What follows belongs to an exercise in optimizing a design on an open flow for a short achievable clock period and few clock cycles; a production flow would make more cautious choices. RTL that was checked went through simulation tests only; none was proved equivalent to the original. The clock port is modelled as an ideal driver, which makes a skipped or thinned clock tree look cheaper than it is; a real chip needs a root buffer or a tree.

==> inputs of 06-08 <==
==> flow/design.v (excerpt) <==
module conv_accel_top (
  input  logic                   clk,
  input  logic                   reset,
  input  logic                   ready,
  input  conv_accel_pkg::pixel_t idata,
  output logic                   busy,
  output conv_accel_pkg::addr_t  iaddr,
  output logic                   cwr,
  output logic [2:0]             csel,
  output conv_accel_pkg::addr_t  caddr_wr,
  output conv_accel_pkg::pixel_t cdata_wr
);
  logic        start;
  logic        rd_vld;
  logic        rd_pad;
  logic [1:0]  rd_row;
  logic        rd_col0;
  logic        rd_col1;
  logic        rd_first;
  logic        sum_vld;
  logic [37:0] sum0;
  logic [37:0] sum1;
  logic        last_written;
  assign start = ready && !busy;
  always_ff @(posedge clk or posedge reset) begin
    if (reset) begin
      busy <= 1'b0;
    end else if (start) begin
      busy <= 1'b1;
    end else if (last_written) begin
      busy <= 1'b0;
    end
  end
  conv_scan conv_scan_i (
    .clk      (clk),
    .reset    (reset),
    .start    (start),
    .iaddr    (iaddr),
    .rd_vld   (rd_vld),
    .rd_pad   (rd_pad),
    .rd_row   (rd_row),
    .rd_col0  (rd_col0),
    .rd_col1  (rd_col1),
    .rd_first (rd_first)
  );
  conv_mac conv_mac_i (
    .clk      (clk),
    .reset    (reset),
    .idata    (idata),
    .rd_vld   (rd_vld),
    .rd_pad   (rd_pad),
    .rd_row   (rd_row),
    .rd_col0  (rd_col0),
    .rd_col1  (rd_col1),
    .rd_first (rd_first),
    .sum_vld  (sum_vld),
    .sum0     (sum0),
    .sum1     (sum1)
  );
  conv_writeback conv_writeback_i (
    .clk          (clk),
    .reset        (reset),
    .start        (start),
    .sum_vld      (sum_vld),
    .sum0         (sum0),
    .sum1         (sum1),
    .cwr          (cwr),
    .csel         (csel),
    .caddr_wr     (caddr_wr),
    .cdata_wr     (cdata_wr),
    .last_written (last_written)
  );
endmodule
make LEC_CHECK=0 CAP_MARGIN=20 CORE_MARGIN=2 CORE_UTILIZATION=40 SLEW_MARGIN=20 finish   # period 10.0 ns
run.sh (not shown) runs the stock make flow with config.mk's settings and CLKGATE_MAP_FILE= SYNTH_SCRIPT=/design/flow/synth_recipe.tcl, a recipe that flattens the netlist after the stock synthesis.
==> inputs of 12-26, as changes to 06-08 <==
--- a/flow/design.v
+++ b/flow/design.v
@@ -32,11 +32,11 @@
       c_n = c_q + 6'd1;
       if (c_q == 6'd63) begin
         s_n = s_q + 6'd1;
       end
     end
-    if (start) begin
+    if (!rd_vld) begin
       s_n = '0;
       c_n = '0;
       i_n = '0;
     end
   end
@@ -48,12 +48,22 @@
       rd_vld <= 1'b1;
     end else if (rd_vld && last) begin
       rd_vld <= 1'b0;
     end
   end
-  always_ff @(posedge clk) begin
-    if (start || rd_vld) begin
+  always_ff @(posedge clk or posedge reset) begin
+    if (reset) begin
+      s_q      <= '0;
+      c_q      <= '0;
+      i_q      <= '0;
+      iaddr    <= {6'd63, 6'd0};
+      rd_pad   <= 1'b1;
+      rd_row   <= '0;
+      rd_col0  <= 1'b1;
+      rd_col1  <= 1'b0;
+      rd_first <= 1'b1;
+    end else begin
       s_q      <= s_n;
       c_q      <= c_n;
       i_q      <= i_n;
       iaddr    <= {row_n, c_n};
       rd_pad   <= ((s_n == 6'd0) && (i_n == 2'd0)) || ((s_n == 6'd31) && (i_n == 2'd3)) ||
@@ -11644,15 +11654,21 @@
   logic        job_q;
   logic        job_d1;
   logic        job_d2;
   logic        op_vld;
   logic        col_done;
-  logic [LAT:0] vld_pipe;
+  logic [LAT+1:0] vld_pipe;
   logic [37:0] sa0;
   logic [37:0] sb0;
   logic [37:0] sa1;
   logic [37:0] sb1;
+  logic [19:0] lo0_q;
+  logic [19:0] lo1_q;
+  logic [18:0] ha0_q;
+  logic [18:0] hb0_q;
+  logic [18:0] ha1_q;
+  logic [18:0] hb1_q;
   always_ff @(posedge clk or posedge reset) begin
     if (reset) begin
       px_vld <= 1'b0;
     end else begin
       px_vld <= rd_vld;
@@ -11705,11 +11721,11 @@
     end else begin
       job_q    <= col_done && !px_first;
       job_d1   <= job_q;
       job_d2   <= job_d1;
       op_vld   <= job_q || job_d2;
-      vld_pipe <= {vld_pipe[LAT-1:0], op_vld};
+      vld_pipe <= {vld_pipe[LAT:0], op_vld};
     end
   end
   always_ff @(posedge clk) begin
     for (int r = 0; r < 3; r++) begin
       for (int c = 0; c < 3; c++) begin
@@ -11731,21 +11747,27 @@
     .x3  (x_q[1][0]), .x4 (x_q[1][1]), .x5 (x_q[1][2]),
     .x6  (x_q[2][0]), .x7 (x_q[2][1]), .x8 (x_q[2][2]),
     .sa  (sa1),
     .sb  (sb1)
   );
-  assign sum_vld = vld_pipe[LAT];
+  assign sum_vld = vld_pipe[LAT+1];
   always_ff @(posedge clk) begin
-    sum0 <= sa0 + sb0;
-    sum1 <= sa1 + sb1;
+    lo0_q <= {1'b0, sa0[18:0]} + {1'b0, sb0[18:0]};
+    lo1_q <= {1'b0, sa1[18:0]} + {1'b0, sb1[18:0]};
+    ha0_q <= sa0[37:19];
+    hb0_q <= sb0[37:19];
+    ha1_q <= sa1[37:19];
+    hb1_q <= sb1[37:19];
+    sum0  <= {ha0_q + hb0_q + {18'd0, lo0_q[19]}, lo0_q[18:0]};
+    sum1  <= {ha1_q + hb1_q + {18'd0, lo1_q[19]}, lo1_q[18:0]};
   end
 endmodule
 `timescale 1ns/1ps
 module conv_writeback (
   input  logic                   clk,
   input  logic                   reset,
-  input  logic                   start,
+  input  logic                   busy,
   input  logic                   sum_vld,
   input  logic [37:0]            sum0,
   input  logic [37:0]            sum1,
   output logic                   cwr,
   output logic [2:0]             csel,
@@ -11797,11 +11819,15 @@
       cdata_wr  <= relu0;
       k1_data_q <= relu1;
     end else if (k1_pend_q) begin
       cdata_wr  <= k1_data_q;
     end
-    if (start) begin
+  end
+  always_ff @(posedge clk or posedge reset) begin
+    if (reset) begin
+      caddr_wr <= '0;
+    end else if (!busy) begin
       caddr_wr <= '0;
     end else if (cwr && csel[1]) begin
       if (!wr_a) begin
         caddr_wr <= {wr_s, 1'b1, wr_c};
       end else if (wr_c == 6'd63) begin
@@ -11873,11 +11899,11 @@
     .sum1     (sum1)
   );
   conv_writeback conv_writeback_i (
     .clk          (clk),
     .reset        (reset),
-    .start        (start),
+    .busy         (busy),
     .sum_vld      (sum_vld),
     .sum0         (sum0),
     .sum1         (sum1),
     .cwr          (cwr),
     .csel         (csel),
- ABC_CLOCK_PERIOD_IN_PS: unset -> 2500
==> summary.txt <==
* Layout cell share with drive strength beyond 1 at 0.09531
* GR Util met3 at 0.09903
* Status: finished clean
That was 12-26.
==> summary.txt <==
* Most frequent cells in the layout: inv_1, fa_1, dfxtp_1, edfxtp_1, nand2_1
* Post-Synth Simple-Gate Area at 0.03218
* Min-delay src: conv_mac_i.conv_ksum1_i.s1_c34_0
* Layout cell share with drive strength beyond 1 at 0.09254
* Status: finished clean
* Seq/total area at 0.4129
* Number of I/O port buffers at 70
That was 06-08.
Testbench counts of 06-08, summed over its fixed seeds: cycles 147,744.
No functional check of the RTL was part of 12-26.

==> run H: inputs <==
conv_accel_top, a different RTL version from the one above (not shown whole).
clock: 10.0 ns
lec_check: 0
abc_clock_period_in_ps: 2500
cap_margin: 20
core_margin: 2
core_utilization: 65
slew_margin: 20
standard.sh (not shown) runs the stock make flow with config.mk's settings and CLKGATE_MAP_FILE= SYNTH_SCRIPT=/design/flow/synth_recipe.tcl, a recipe that flattens the netlist after the stock synthesis.
==> flow/flow/run.sh <==
#!/bin/bash
set -e
export SETUP_SLACK_MARGIN=7.5
export PRE_CTS_TCL=$PWD/flow/pre_cts.tcl
bash standard.sh > standard_flow.log 2>&1
==> flow/flow/clock_tree.tcl <==
# Two-level clock tree for net clk, built in place of TritonCTS:
#   clk port -> NROOT root clkbuf_16 (one per group of leaves)
#            -> NLEAF leaf clkbuf_16, each at the centroid of a k-means cluster of flip-flops
#            -> flip-flop clock pins
# All sinks see two buffers; clusters are compact and of similar size, so the tree is balanced.
proc ct_centroid {pts} {
  set sx 0.0; set sy 0.0
  foreach p $pts { set sx [expr {$sx + [lindex $p 1]}]; set sy [expr {$sy + [lindex $p 2]}] }
  set n [llength $pts]
  return [list [expr {$sx / $n}] [expr {$sy / $n}]]
}

proc build_clock_tree {nleaf nroot {capf 1.15} {iters 20} {cell sky130_fd_sc_hd__clkbuf_16}} {
  set block [ord::get_db_block]
  set db [ord::get_db]
  set clk [$block findNet clk]
  set sinks {}
  foreach it [$clk getITerms] {
    set bb [[$it getInst] getBBox]
    lappend sinks [list $it [expr {([$bb xMin] + [$bb xMax]) / 2.0}] [expr {([$bb yMin] + [$bb yMax]) / 2.0}]]
  }
  set n [llength $sinks]
  # nleaf 0: one leaf buffer per 24 sinks or so
  if {$nleaf < 1} { set nleaf [expr {($n + 23) / 24}] }
  # initial centres: a grid of strips in x, split in y
  set ncol [expr {int(sqrt($nleaf))}]
  set byx [lsort -real -index 1 $sinks]
  set cents {}
  set k 0
  for {set c 0} {$c < $ncol} {incr c} {
    set nr [expr {($nleaf - $k) / ($ncol - $c)}]
    set lo [expr {$c * $n / $ncol}]
    set hi [expr {($c + 1) * $n / $ncol - 1}]
    set col [lsort -real -index 2 [lrange $byx $lo $hi]]
    set m [llength $col]
    for {set r 0} {$r < $nr} {incr r} {
      lappend cents [ct_centroid [lrange $col [expr {$r * $m / $nr}] [expr {($r + 1) * $m / $nr - 1}]]]
      incr k
    }
  }
  # k-means with a size cap, so that no leaf buffer drives too many pins
  set cap [expr {int($capf * $n / $nleaf) + 1}]
  for {set iter 0} {$iter < $iters} {incr iter} {
    set members [lrepeat $nleaf {}]
    set sizes [lrepeat $nleaf 0]
    # assign points in order of their distance to their best centre
    set order {}
    foreach s $sinks {
      set ds {}
      set j 0
      foreach ce $cents {
        set dx [expr {[lindex $s 1] - [lindex $ce 0]}]
        set dy [expr {[lindex $s 2] - [lindex $ce 1]}]
        lappend ds [list $j [expr {$dx * $dx + $dy * $dy}]]
        incr j
      }
      set ds [lsort -real -index 1 $ds]
      lappend order [list $s [lrange $ds 0 5] [lindex $ds 0 1]]
    }
    foreach o [lsort -real -index 2 $order] {
      set placed 0
      foreach d [lindex $o 1] {
        set j [lindex $d 0]
        if {[lindex $sizes $j] < $cap} {
          lset members $j [concat [lindex $members $j] [list [lindex $o 0]]]
          lset sizes $j [expr {[lindex $sizes $j] + 1}]
          set placed 1
          break
        }
      }
      if {!$placed} {
        set j [lindex $o 1 0 0]
        lset members $j [concat [lindex $members $j] [list [lindex $o 0]]]
        lset sizes $j [expr {[lindex $sizes $j] + 1}]
      }
    }
    set nc {}
    for {set j 0} {$j < $nleaf} {incr j} {
      if {[lindex $sizes $j] > 0} {
        lappend nc [ct_centroid [lindex $members $j]]
      } else {
        lappend nc [lindex $cents $j]
      }
    }
    set cents $nc
  }
  # group leaves for the roots: split by x, then by y
  set leaves {}
  for {set j 0} {$j < $nleaf} {incr j} {
    if {[lindex $sizes $j] > 0} { lappend leaves [list $j {*}[lindex $cents $j]] }
  }
  set nl [llength $leaves]
  set rx [expr {$nroot >= 2 ? 2 : 1}]
  set ry [expr {$nroot / $rx}]
  set byx [lsort -real -index 1 $leaves]
  set groups {}
  for {set a 0} {$a < $rx} {incr a} {
    set part [lsort -real -index 2 [lrange $byx [expr {$a * $nl / $rx}] [expr {($a + 1) * $nl / $rx - 1}]]]
    set m [llength $part]
    for {set b 0} {$b < $ry} {incr b} {
      lappend groups [lrange $part [expr {$b * $m / $ry}] [expr {($b + 1) * $m / $ry - 1}]]
    }
  }
  set master [$db findMaster $cell]
  set r 0
  set maxsz 0
  foreach g $groups {
    set sx 0.0; set sy 0.0; set w 0
    foreach l $g {
      set sz [lindex $sizes [lindex $l 0]]
      set sx [expr {$sx + [lindex $l 1] * $sz}]; set sy [expr {$sy + [lindex $l 2] * $sz}]
      incr w $sz
    }
    set root [odb::dbInst_create $block $master clkroot_buf_$r]
    $root setLocation [expr {int($sx / $w)}] [expr {int($sy / $w)}]
    $root setPlacementStatus PLACED
    set rnet [odb::dbNet_create $block clknet_root_$r]
    $rnet setSigType CLOCK
    [$root findITerm A] connect $clk
    [$root findITerm X] connect $rnet
    foreach l $g {
      set j [lindex $l 0]
      set lb [odb::dbInst_create $block $master clkleaf_buf_$j]
      $lb setLocation [expr {int([lindex $l 1])}] [expr {int([lindex $l 2])}]
      $lb setPlacementStatus PLACED
      set lnet [odb::dbNet_create $block clknet_leaf_$j]
      $lnet setSigType CLOCK
      [$lb findITerm A] connect $rnet
      [$lb findITerm X] connect $lnet
      foreach s [lindex $members $j] {
        set it [lindex $s 0]
        $it disconnect
        $it connect $lnet
      }
      if {[lindex $sizes $j] > $maxsz} { set maxsz [lindex $sizes $j] }
    }
    incr r
  }
  puts "clock tree: $n sinks, $nl leaves (at most $maxsz sinks each), $r roots"
}
==> flow/flow/pre_cts.tcl <==
# PRE_CTS_TCL hook of ORFS's cts.tcl: builds the clock tree with flow/clock_tree.tcl
# (four root buffers on the clock port, one leaf buffer per ~24 flip-flops, over k-means
# clusters) and turns the following clock_tree_synthesis call into a no-op.
source [file join [file dirname [info script]] clock_tree.tcl]
build_clock_tree 0 4
set_propagated_clock [all_clocks]
rename clock_tree_synthesis my_unused_clock_tree_synthesis
proc clock_tree_synthesis {args} {
  puts "clock_tree_synthesis $args: skipped, the clock tree was built by flow/pre_cts.tcl"
}
==> inputs of run M, as changes to run H <==
==> flow/flow/run.sh (replaced) <==
#!/bin/bash
set -e
export SETUP_SLACK_MARGIN=8
export PRE_CTS_TCL=$PWD/flow/pre_cts.tcl
bash standard.sh > standard_flow.log 2>&1
--- a/flow/flow/clock_tree.tcl
+++ b/flow/flow/clock_tree.tcl
@@ -1,4 +1,4 @@
 # Two-level clock tree for net clk, built in place of TritonCTS:
-#   clk port -> NROOT root clkbuf_16 (one per group of leaves)
+#   clk port -> NROOT root buffers (one per group of leaves)
 #            -> NLEAF leaf clkbuf_16, each at the centroid of a k-means cluster of flip-flops
 #            -> flip-flop clock pins
@@ -11,5 +11,11 @@
 }
 
-proc build_clock_tree {nleaf nroot {capf 1.15} {iters 20} {cell sky130_fd_sc_hd__clkbuf_16}} {
+proc ct_out {master} {
+  foreach mt [$master getMTerms] {
+    if {[$mt getIoType] eq "OUTPUT"} { return [$mt getName] }
+  }
+}
+
+proc build_clock_tree {nleaf nroot {capf 1.15} {iters 20} {rootcell sky130_fd_sc_hd__clkbuf_16} {leafcell sky130_fd_sc_hd__clkbuf_16}} {
   set block [ord::get_db_block]
   set db [ord::get_db]
@@ -102,5 +108,6 @@
     }
   }
-  set master [$db findMaster $cell]
+  set rmaster [$db findMaster $rootcell]
+  set lmaster [$db findMaster $leafcell]
   set r 0
   set maxsz 0
@@ -112,5 +119,5 @@
       incr w $sz
     }
-    set root [odb::dbInst_create $block $master clkroot_buf_$r]
+    set root [odb::dbInst_create $block $rmaster clkroot_buf_$r]
     $root setLocation [expr {int($sx / $w)}] [expr {int($sy / $w)}]
     $root setPlacementStatus PLACED
@@ -118,8 +125,8 @@
     $rnet setSigType CLOCK
     [$root findITerm A] connect $clk
-    [$root findITerm X] connect $rnet
+    [$root findITerm [ct_out $rmaster]] connect $rnet
     foreach l $g {
       set j [lindex $l 0]
-      set lb [odb::dbInst_create $block $master clkleaf_buf_$j]
+      set lb [odb::dbInst_create $block $lmaster clkleaf_buf_$j]
       $lb setLocation [expr {int([lindex $l 1])}] [expr {int([lindex $l 2])}]
       $lb setPlacementStatus PLACED
@@ -127,5 +134,5 @@
       $lnet setSigType CLOCK
       [$lb findITerm A] connect $rnet
-      [$lb findITerm X] connect $lnet
+      [$lb findITerm [ct_out $lmaster]] connect $lnet
       foreach s [lindex $members $j] {
         set it [lindex $s 0]
==> flow/flow/pre_cts.tcl (replaced) <==
# PRE_CTS_TCL hook of ORFS's cts.tcl: builds the clock tree with flow/clock_tree.tcl
# (four root buf_16 on the clock port, clkbuf_16 leaves, one leaf buffer per ~24 flip-flops, over k-means
# clusters) and turns the following clock_tree_synthesis call into a no-op.
source [file join [file dirname [info script]] clock_tree.tcl]
build_clock_tree 0 4 1.15 20 sky130_fd_sc_hd__buf_16 sky130_fd_sc_hd__clkbuf_16
set_propagated_clock [all_clocks]
rename clock_tree_synthesis my_unused_clock_tree_synthesis
proc clock_tree_synthesis {args} {
  puts "clock_tree_synthesis $args: skipped, the clock tree was built by flow/pre_cts.tcl"
}
==> out/results.tsv <==
metric	value	unit
outcome	finished clean	
final instance area	107000	µm²
met3 usage	19.4	%
hold path endpoint	conv_mac_i.hb_q[9]$_DFF_P_	
That was run M.
==> out/results.tsv <==
metric	value	unit
final instance area	101000	µm²
outcome	finished clean	
hold path endpoint	conv_mac_i.sum[13]$_DFF_P_	
met3 usage	19.9	%
That was run H.
Testbench counts of run H, summed over its fixed seeds: cycles 147,762.
Testbench counts of run M, summed over its fixed seeds: cycles 147,762.
No run of this note takes its clock network from TritonCTS; it comes from the design's own scripts or RTL.

-- afterwards: timing with drivers on the ports --
How much do the figures lean on ideal ports? The routed layouts below were timed once more, with nothing changed but the port constraints. Step 1: set_driving_cell puts a clkbuf_16 on clk and a buf_2 on each other input, an assumption about the parent block. Step 2 moves the port delays by t, midway between the first and last clock arrival at a register: inputs arrive t later, outputs are due t later. That takes back most of the time a late clock gives input paths. Slacks: ideal / step 1 / step 2; pairs: ideal / step 1.
run | shift t [ns] | setup WS [ns] | worst setup path after step 2 | clock arrival spread, ns | worst register clock-pin slew, ns
06-08 | 0.949 | 6.074 / 5.978 / 5.281 | input to register | 0.055 / 0.055 | 0.06 / 0.06
12-26 | 0.970 | 5.877 / 5.772 / 6.363 | register to register | 0.057 / 0.057 | 0.07 / 0.07
run H | 0.754 | 6.939 / 6.744 / 7.120 | input, reset recovery | 0.072 / 0.073 | 0.11 / 0.11
run M | 0.735 | 6.905 / 6.697 / 7.244 | register to register | 0.058 / 0.058 | 0.12 / 0.12
After both steps setup and hold are still met in every run listed. The setup slack of 06-08, which loses most, moves by -0.096 ns with the drivers and by -0.793 ns with both steps. The worst setup slack also covers recovery checks on asynchronous resets.
